Source: an optimization exercise on an open RTL-to-GDS flow (aim: small area, a short achievable clock period and few clock cycles per item). Production flows keep margins and buffers that such runs may drop.
Where RTL was checked, it was by simulation tests only, not by an equivalence proof against the original.

==> inputs of v3 <==
==> flow/design.v <==
package data_mem_sized_pkg;
   localparam int WORD = 64;
   localparam logic [1:0] SZ_B = 2'b00;
   localparam logic [1:0] SZ_H = 2'b01;
   localparam logic [1:0] SZ_W = 2'b10;
   localparam logic [1:0] SZ_D = 2'b11;
endpackage
module dmem_store_lanes
(
   input  logic [1:0]      size,
   input  logic [2:0]      offset,
   input  logic [data_mem_sized_pkg::WORD-1:0] wdata,
   output logic            misaligned,
   output logic [7:0]      lane_en,
   output logic [data_mem_sized_pkg::WORD-1:0] lane_data
);
   always_comb begin
      case (size)
         data_mem_sized_pkg::SZ_B: misaligned = 1'b0;
         data_mem_sized_pkg::SZ_H: misaligned = offset[0];
         data_mem_sized_pkg::SZ_W: misaligned = |offset[1:0];
         default:                  misaligned = |offset;
      endcase
   end
   always_comb begin
      for (int k = 0; k < 8; k++) begin
         case (size)
            data_mem_sized_pkg::SZ_B: begin
               lane_data[8*k +: 8] = wdata[7:0];
               lane_en[k]          = (3'(k) == offset);
            end
            data_mem_sized_pkg::SZ_H: begin
               lane_data[8*k +: 8] = wdata[8*(k%2) +: 8];
               lane_en[k]          = (2'(k/2) == offset[2:1]);
            end
            data_mem_sized_pkg::SZ_W: begin
               lane_data[8*k +: 8] = wdata[8*(k%4) +: 8];
               lane_en[k]          = (1'(k/4) == offset[2]);
            end
            default: begin
               lane_data[8*k +: 8] = wdata[8*k +: 8];
               lane_en[k]          = 1'b1;
            end
         endcase
      end
   end
endmodule
module dmem_load_decode
(
   input  logic            load,
   input  logic [1:0]      size,
   input  logic            sign_ext,
   input  logic [2:0]      offset,
   output logic [7:0]      sel_b0,
   output logic [3:0]      sel_b1,
   output logic [1:0]      sel_b23,
   output logic            sel_b47,
   output logic [7:0]      sel_msb
);
   logic [2:0] top;
   always_comb begin
      case (size)
         data_mem_sized_pkg::SZ_B: top = offset;
         data_mem_sized_pkg::SZ_H: top = {offset[2:1], 1'b1};
         default:                  top = {offset[2], 2'b11};
      endcase
      for (int o = 0; o < 8; o++) begin
         sel_b0[o]  = load && (offset == 3'(o));
         sel_msb[o] = load && sign_ext && (size != data_mem_sized_pkg::SZ_D) && (top == 3'(o));
      end
      for (int i = 0; i < 4; i++) begin
         sel_b1[i] = load && (size != data_mem_sized_pkg::SZ_B) && (offset[2:1] == 2'(i));
      end
      for (int i = 0; i < 2; i++) begin
         sel_b23[i] = load && size[1] && (offset[2] == 1'(i));
      end
      sel_b47 = load && (size == data_mem_sized_pkg::SZ_D);
   end
endmodule
module dmem_load_align
(
   input  logic [7:0]      sel_b0,
   input  logic [3:0]      sel_b1,
   input  logic [1:0]      sel_b23,
   input  logic            sel_b47,
   input  logic [7:0]      sel_msb,
   input  logic [data_mem_sized_pkg::WORD-1:0] mem_word,
   output logic [data_mem_sized_pkg::WORD-1:0] load_data
);
   logic [7:0]  b0, b1;
   logic [15:0] b23;
   logic        ext;
   logic        has_b1, has_b23;
   always_comb begin
      b0  = '0;
      b1  = '0;
      b23 = '0;
      ext = 1'b0;
      for (int o = 0; o < 8; o++) begin
         b0  = b0 | ({8{sel_b0[o]}} & mem_word[8*o +: 8]);
         ext = ext | (sel_msb[o] & mem_word[8*o+7]);
      end
      for (int i = 0; i < 4; i++) begin
         b1 = b1 | ({8{sel_b1[i]}} & mem_word[16*i+8 +: 8]);
      end
      for (int i = 0; i < 2; i++) begin
         b23 = b23 | ({16{sel_b23[i]}} & mem_word[32*i+16 +: 16]);
      end
      has_b1  = |sel_b1;
      has_b23 = |sel_b23;
      load_data[7:0]   = b0;
      load_data[15:8]  = has_b1  ? b1  : {8{ext}};
      load_data[31:16] = has_b23 ? b23 : {16{ext}};
      load_data[63:32] = sel_b47 ? mem_word[63:32] : {32{ext}};
   end
endmodule
module data_mem_sized
#(
   parameter int WIDTH   = 64,
   parameter int DEPTH   = 32,
   parameter int LATENCY = 0
) (
   input  logic             im_clk,
   input  logic             im_rst_n,
   input  logic             req_valid,
   output logic             req_ready,
   input  logic             req_write,
   input  logic [1:0]       req_size,
   input  logic             req_signed,
   input  logic [WIDTH-1:0] req_addr,
   input  logic [WIDTH-1:0] req_wdata,
   output logic             resp_valid,
   output logic [WIDTH-1:0] resp_rdata,
   output logic             resp_fault
);
   localparam int AW = $clog2(DEPTH);
   logic             v1_q;
   logic             flt1_q;
   logic [DEPTH-1:0] sel1_q;
   logic [7:0]       lane1_q;
   logic [WIDTH-1:0] wd1_q;
   logic [7:0]       sb0_q;
   logic [3:0]       sb1_q;
   logic [1:0]       sb23_q;
   logic             sb47_q;
   logic [7:0]       smsb_q;
   logic             v2_q;
   logic             flt2_q;
   logic [WIDTH-1:0] rd2_q;
   logic [WIDTH-1:0] mem_q [DEPTH];
   logic             mis0;
   logic             flt0;
   logic [DEPTH-1:0] dec0;
   logic [7:0]       lane_en0;
   logic [WIDTH-1:0] lane_data0;
   logic [7:0]       sb0_0;
   logic [3:0]       sb1_0;
   logic [1:0]       sb23_0;
   logic             sb47_0;
   logic [7:0]       smsb_0;
   logic [WIDTH-1:0] raw1;
   logic [WIDTH-1:0] load_data1;
   assign req_ready  = 1'b1;
   assign resp_valid = v2_q;
   assign resp_rdata = rd2_q;
   assign resp_fault = flt2_q;
   dmem_store_lanes u_store (
      .size       (req_size),
      .offset     (req_addr[2:0]),
      .wdata      (req_wdata),
      .misaligned (mis0),
      .lane_en    (lane_en0),
      .lane_data  (lane_data0)
   );
   assign flt0 = (|req_addr[WIDTH-1:AW+3]) | mis0;
   dmem_load_decode u_ldec (
      .load     (!req_write && !flt0),
      .size     (req_size),
      .sign_ext (req_signed),
      .offset   (req_addr[2:0]),
      .sel_b0   (sb0_0),
      .sel_b1   (sb1_0),
      .sel_b23  (sb23_0),
      .sel_b47  (sb47_0),
      .sel_msb  (smsb_0)
   );
   always_comb begin
      for (int w = 0; w < DEPTH; w++) begin
         dec0[w] = (req_addr[AW+2:3] == AW'(w));
      end
   end
   always_ff @(posedge im_clk or negedge im_rst_n) begin
      if (!im_rst_n) begin
         v1_q    <= 1'b0;
         lane1_q <= '0;
      end else begin
         v1_q    <= req_valid;
         lane1_q <= (req_valid && req_write && !flt0) ? lane_en0 : 8'd0;
      end
   end
   always_ff @(posedge im_clk) begin
      flt1_q <= flt0;
      sel1_q <= dec0;
      wd1_q  <= lane_data0;
      sb0_q  <= sb0_0;
      sb1_q  <= sb1_0;
      sb23_q <= sb23_0;
      sb47_q <= sb47_0;
      smsb_q <= smsb_0;
   end
   always_ff @(posedge im_clk) begin
      for (int w = 0; w < DEPTH; w++) begin
         for (int k = 0; k < 8; k++) begin
            if (sel1_q[w] && lane1_q[k]) begin
               mem_q[w][8*k +: 8] <= wd1_q[8*k +: 8];
            end
         end
      end
   end
   always_comb begin
      raw1 = '0;
      for (int w = 0; w < DEPTH; w++) begin
         raw1 = raw1 | ({WIDTH{sel1_q[w]}} & mem_q[w]);
      end
   end
   dmem_load_align u_load (
      .sel_b0    (sb0_q),
      .sel_b1    (sb1_q),
      .sel_b23   (sb23_q),
      .sel_b47   (sb47_q),
      .sel_msb   (smsb_q),
      .mem_word  (raw1),
      .load_data (load_data1)
   );
   always_ff @(posedge im_clk or negedge im_rst_n) begin
      if (!im_rst_n) begin
         v2_q <= 1'b0;
      end else begin
         v2_q <= v1_q;
      end
   end
   always_ff @(posedge im_clk) begin
      flt2_q <= flt1_q;
      rd2_q  <= load_data1;
   end
endmodule
==> flow/run.sh <==
#!/bin/bash
# synth_recipe.tcl (not shown) runs the flow's synth.tcl, then flattens the netlist and writes it again
# the make line also repeats each setting of config.mk as NAME=value (left out here)
make -C /OpenROAD-flow-scripts/flow DESIGN_CONFIG=/design/flow/config.mk WORK_HOME=/design/flow/orfs CLKGATE_MAP_FILE= SYNTH_SCRIPT=/design/flow/synth_recipe.tcl finish
==> flow/config.mk <==
export PLATFORM = sky130hd
export DESIGN_NAME = data_mem_sized
export DESIGN_NICKNAME = data_mem_sized
export VERILOG_FILES = /design/flow/design.v
export SDC_FILE = /design/flow/constraint.sdc
export NUM_CORES = 4
export LEC_CHECK = 0
export CAP_MARGIN = 20
export CORE_MARGIN = 2
export CORE_UTILIZATION = 40
export SETUP_SLACK_MARGIN = 2.9
export SLEW_MARGIN = 20
==> flow/constraint.sdc <==
create_clock -name core_clock -period 5.5 [get_ports {im_clk}]
set_input_delay 1.1000 -clock core_clock [delete_from_list [all_inputs] [get_ports {im_clk}]]
set_output_delay 1.1000 -clock core_clock [all_outputs]
set_load 0.01 [all_outputs]
==> v13: changes against v3 <==
==> flow/design.v (replaced) <==
package data_mem_sized_pkg;
   localparam int WORD = 64;
   localparam logic [1:0] SZ_B = 2'b00;
   localparam logic [1:0] SZ_H = 2'b01;
   localparam logic [1:0] SZ_W = 2'b10;
   localparam logic [1:0] SZ_D = 2'b11;
endpackage
module dmem_store_lanes
(
   input  logic [1:0]      size,
   input  logic [2:0]      offset,
   input  logic [data_mem_sized_pkg::WORD-1:0] wdata,
   output logic            misaligned,
   output logic [7:0]      lane_en,
   output logic [data_mem_sized_pkg::WORD-1:0] lane_data
);
   always_comb begin
      case (size)
         data_mem_sized_pkg::SZ_B: misaligned = 1'b0;
         data_mem_sized_pkg::SZ_H: misaligned = offset[0];
         data_mem_sized_pkg::SZ_W: misaligned = |offset[1:0];
         default:                  misaligned = |offset;
      endcase
   end
   always_comb begin
      for (int k = 0; k < 8; k++) begin
         case (size)
            data_mem_sized_pkg::SZ_B: begin
               lane_data[8*k +: 8] = wdata[7:0];
               lane_en[k]          = (3'(k) == offset);
            end
            data_mem_sized_pkg::SZ_H: begin
               lane_data[8*k +: 8] = wdata[8*(k%2) +: 8];
               lane_en[k]          = (2'(k/2) == offset[2:1]);
            end
            data_mem_sized_pkg::SZ_W: begin
               lane_data[8*k +: 8] = wdata[8*(k%4) +: 8];
               lane_en[k]          = (1'(k/4) == offset[2]);
            end
            default: begin
               lane_data[8*k +: 8] = wdata[8*k +: 8];
               lane_en[k]          = 1'b1;
            end
         endcase
      end
   end
endmodule
module dmem_load_align
(
   input  logic [1:0]      size,
   input  logic            sign_ext,
   input  logic [2:0]      offset,
   input  logic [data_mem_sized_pkg::WORD-1:0] mem_word,
   output logic [data_mem_sized_pkg::WORD-1:0] load_data
);
   logic [7:0] b0, b1;
   logic [15:0] b23;
   logic       ext;
   always_comb begin
      b0  = mem_word[8*offset +: 8];
      b1  = mem_word[8*{offset[2:1], 1'b1} +: 8];
      b23 = mem_word[16*{offset[2], 1'b1} +: 16];
      case (size)
         data_mem_sized_pkg::SZ_B: ext = sign_ext & b0[7];
         data_mem_sized_pkg::SZ_H: ext = sign_ext & b1[7];
         data_mem_sized_pkg::SZ_W: ext = sign_ext & b23[15];
         default:                  ext = 1'b0;
      endcase
      load_data[7:0]   = b0;
      load_data[15:8]  = (size == data_mem_sized_pkg::SZ_B) ? {8{ext}} : b1;
      load_data[31:16] = (size[1] == 1'b0) ? {16{ext}} : b23;
      load_data[63:32] = (size == data_mem_sized_pkg::SZ_D) ? mem_word[63:32] : {32{ext}};
   end
endmodule
module data_mem_sized
#(
   parameter int WIDTH   = 64,
   parameter int DEPTH   = 32,
   parameter int LATENCY = 0
) (
   input  logic             im_clk,
   input  logic             im_rst_n,
   input  logic             req_valid,
   output logic             req_ready,
   input  logic             req_write,
   input  logic [1:0]       req_size,
   input  logic             req_signed,
   input  logic [WIDTH-1:0] req_addr,
   input  logic [WIDTH-1:0] req_wdata,
   output logic             resp_valid,
   output logic [WIDTH-1:0] resp_rdata,
   output logic             resp_fault
);
   localparam int AW = $clog2(DEPTH);
   logic             v1_q;
   logic             wr1_q;
   logic [1:0]       sz1_q;
   logic             sg1_q;
   logic [AW+2:0]    a1_q;
   logic             oor1_q;
   logic [WIDTH-1:0] wd1_q;
   logic             v2_q;
   logic             flt2_q;
   logic             ld2_q;
   logic [1:0]       sz2_q;
   logic             sg2_q;
   logic [2:0]       off2_q;
   logic [WIDTH-1:0] raw2_q;
   logic             v3_q;
   logic             flt3_q;
   logic [WIDTH-1:0] rd3_q;
   logic [WIDTH-1:0] mem_q [DEPTH];
   logic             mis1;
   logic             flt1;
   logic [7:0]       lane_en1;
   logic [WIDTH-1:0] lane_data1;
   logic [WIDTH-1:0] load_data2;
   assign req_ready  = 1'b1;
   assign resp_valid = v3_q;
   assign resp_rdata = rd3_q;
   assign resp_fault = flt3_q;
   always_ff @(posedge im_clk or negedge im_rst_n) begin
      if (!im_rst_n) begin
         v1_q <= 1'b0;
      end else begin
         v1_q <= req_valid;
      end
   end
   always_ff @(posedge im_clk) begin
      wr1_q  <= req_write;
      sz1_q  <= req_size;
      sg1_q  <= req_signed;
      a1_q   <= req_addr[AW+2:0];
      oor1_q <= |req_addr[WIDTH-1:AW+3];
      wd1_q  <= req_wdata;
   end
   dmem_store_lanes u_store (
      .size       (sz1_q),
      .offset     (a1_q[2:0]),
      .wdata      (wd1_q),
      .misaligned (mis1),
      .lane_en    (lane_en1),
      .lane_data  (lane_data1)
   );
   assign flt1 = oor1_q | mis1;
   always_ff @(posedge im_clk) begin
      for (int w = 0; w < DEPTH; w++) begin
         for (int k = 0; k < 8; k++) begin
            if (v1_q && wr1_q && !flt1 && a1_q[AW+2:3] == AW'(w) && lane_en1[k]) begin
               mem_q[w][8*k +: 8] <= lane_data1[8*k +: 8];
            end
         end
      end
   end
   always_ff @(posedge im_clk or negedge im_rst_n) begin
      if (!im_rst_n) begin
         v2_q <= 1'b0;
      end else begin
         v2_q <= v1_q;
      end
   end
   always_ff @(posedge im_clk) begin
      flt2_q <= flt1;
      ld2_q  <= !wr1_q && !flt1;
      sz2_q  <= sz1_q;
      sg2_q  <= sg1_q;
      off2_q <= a1_q[2:0];
      raw2_q <= mem_q[a1_q[AW+2:3]];
   end
   dmem_load_align u_load (
      .size      (sz2_q),
      .sign_ext  (sg2_q),
      .offset    (off2_q),
      .mem_word  (raw2_q),
      .load_data (load_data2)
   );
   always_ff @(posedge im_clk or negedge im_rst_n) begin
      if (!im_rst_n) begin
         v3_q <= 1'b0;
      end else begin
         v3_q <= v2_q;
      end
   end
   always_ff @(posedge im_clk) begin
      flt3_q <= flt2_q;
      rd3_q  <= ld2_q ? load_data2 : '0;
   end
endmodule
- SETUP_SLACK_MARGIN: 2.9 -> unset
==> out/metrics.cfg <==
[floorplanning]
fp.coreArea_sq_mm=0.200

[worst_setup_path]
worstPathArrival_ns=3.80

[outcome]
outcome=timing/DRC/antenna clean

[layout]
multi_input_gates=2002

[place]
dpl.hpwl_mm=189

[routing]
post_drt_via_cell_ratio=6.42

That was v3.
==> out/metrics.cfg <==
[outcome]
outcome=timing/DRC/antenna clean

[worst_setup_path]
worstPathArrival_ns=4.56

[layout]
multi_input_gates=2390

[routing]
post_drt_via_cell_ratio=6.23

[floorplanning]
fp.coreArea_sq_mm=0.203

[place]
dpl.hpwl_mm=188

That was v13.
Testbench counts of v13, summed over its fixed seeds: cycles 16,024, items 16,000.
Function not checked in v3: the RTL went through the layout flow alone.

## afterwards: timing with drivers on the ports
The results above use ideal ports. As a check the final layouts listed here were re-extracted and re-timed, cells and wires unchanged.
Step 1 (the two cells are an assumption about what drives the block):
set clk [get_ports {im_clk}]
set_driving_cell -lib_cell sky130_fd_sc_hd__clkbuf_16 $clk
set_driving_cell -lib_cell sky130_fd_sc_hd__buf_2 [delete_from_list [all_inputs] $clk]
Step 2, shift: input delay + t, output delay - t, t = (earliest + latest rising clock arrival at the registers) / 2. This alone moves slack from input paths to output paths.
Slacks: no drivers / after step 1 / after step 2; pairs: no drivers / after step 1.
run	t, ns	setup WS [ns]	latest minus earliest clock arrival (ns)	slew at the worst register clock pin (ns)	cell pins on the clock port's net
v3	0.929	2.419 / 2.419 / 1.908	0.052 / 0.052	0.07 / 0.07	1
v13	0.952	1.446 / 1.446 / 1.446	0.077 / 0.078	0.07 / 0.07	1
After both steps every run listed still meets setup and hold. For v3, which loses most, drivers alone change the setup slack by 0.000 ns; drivers and shift together by -0.511 ns.
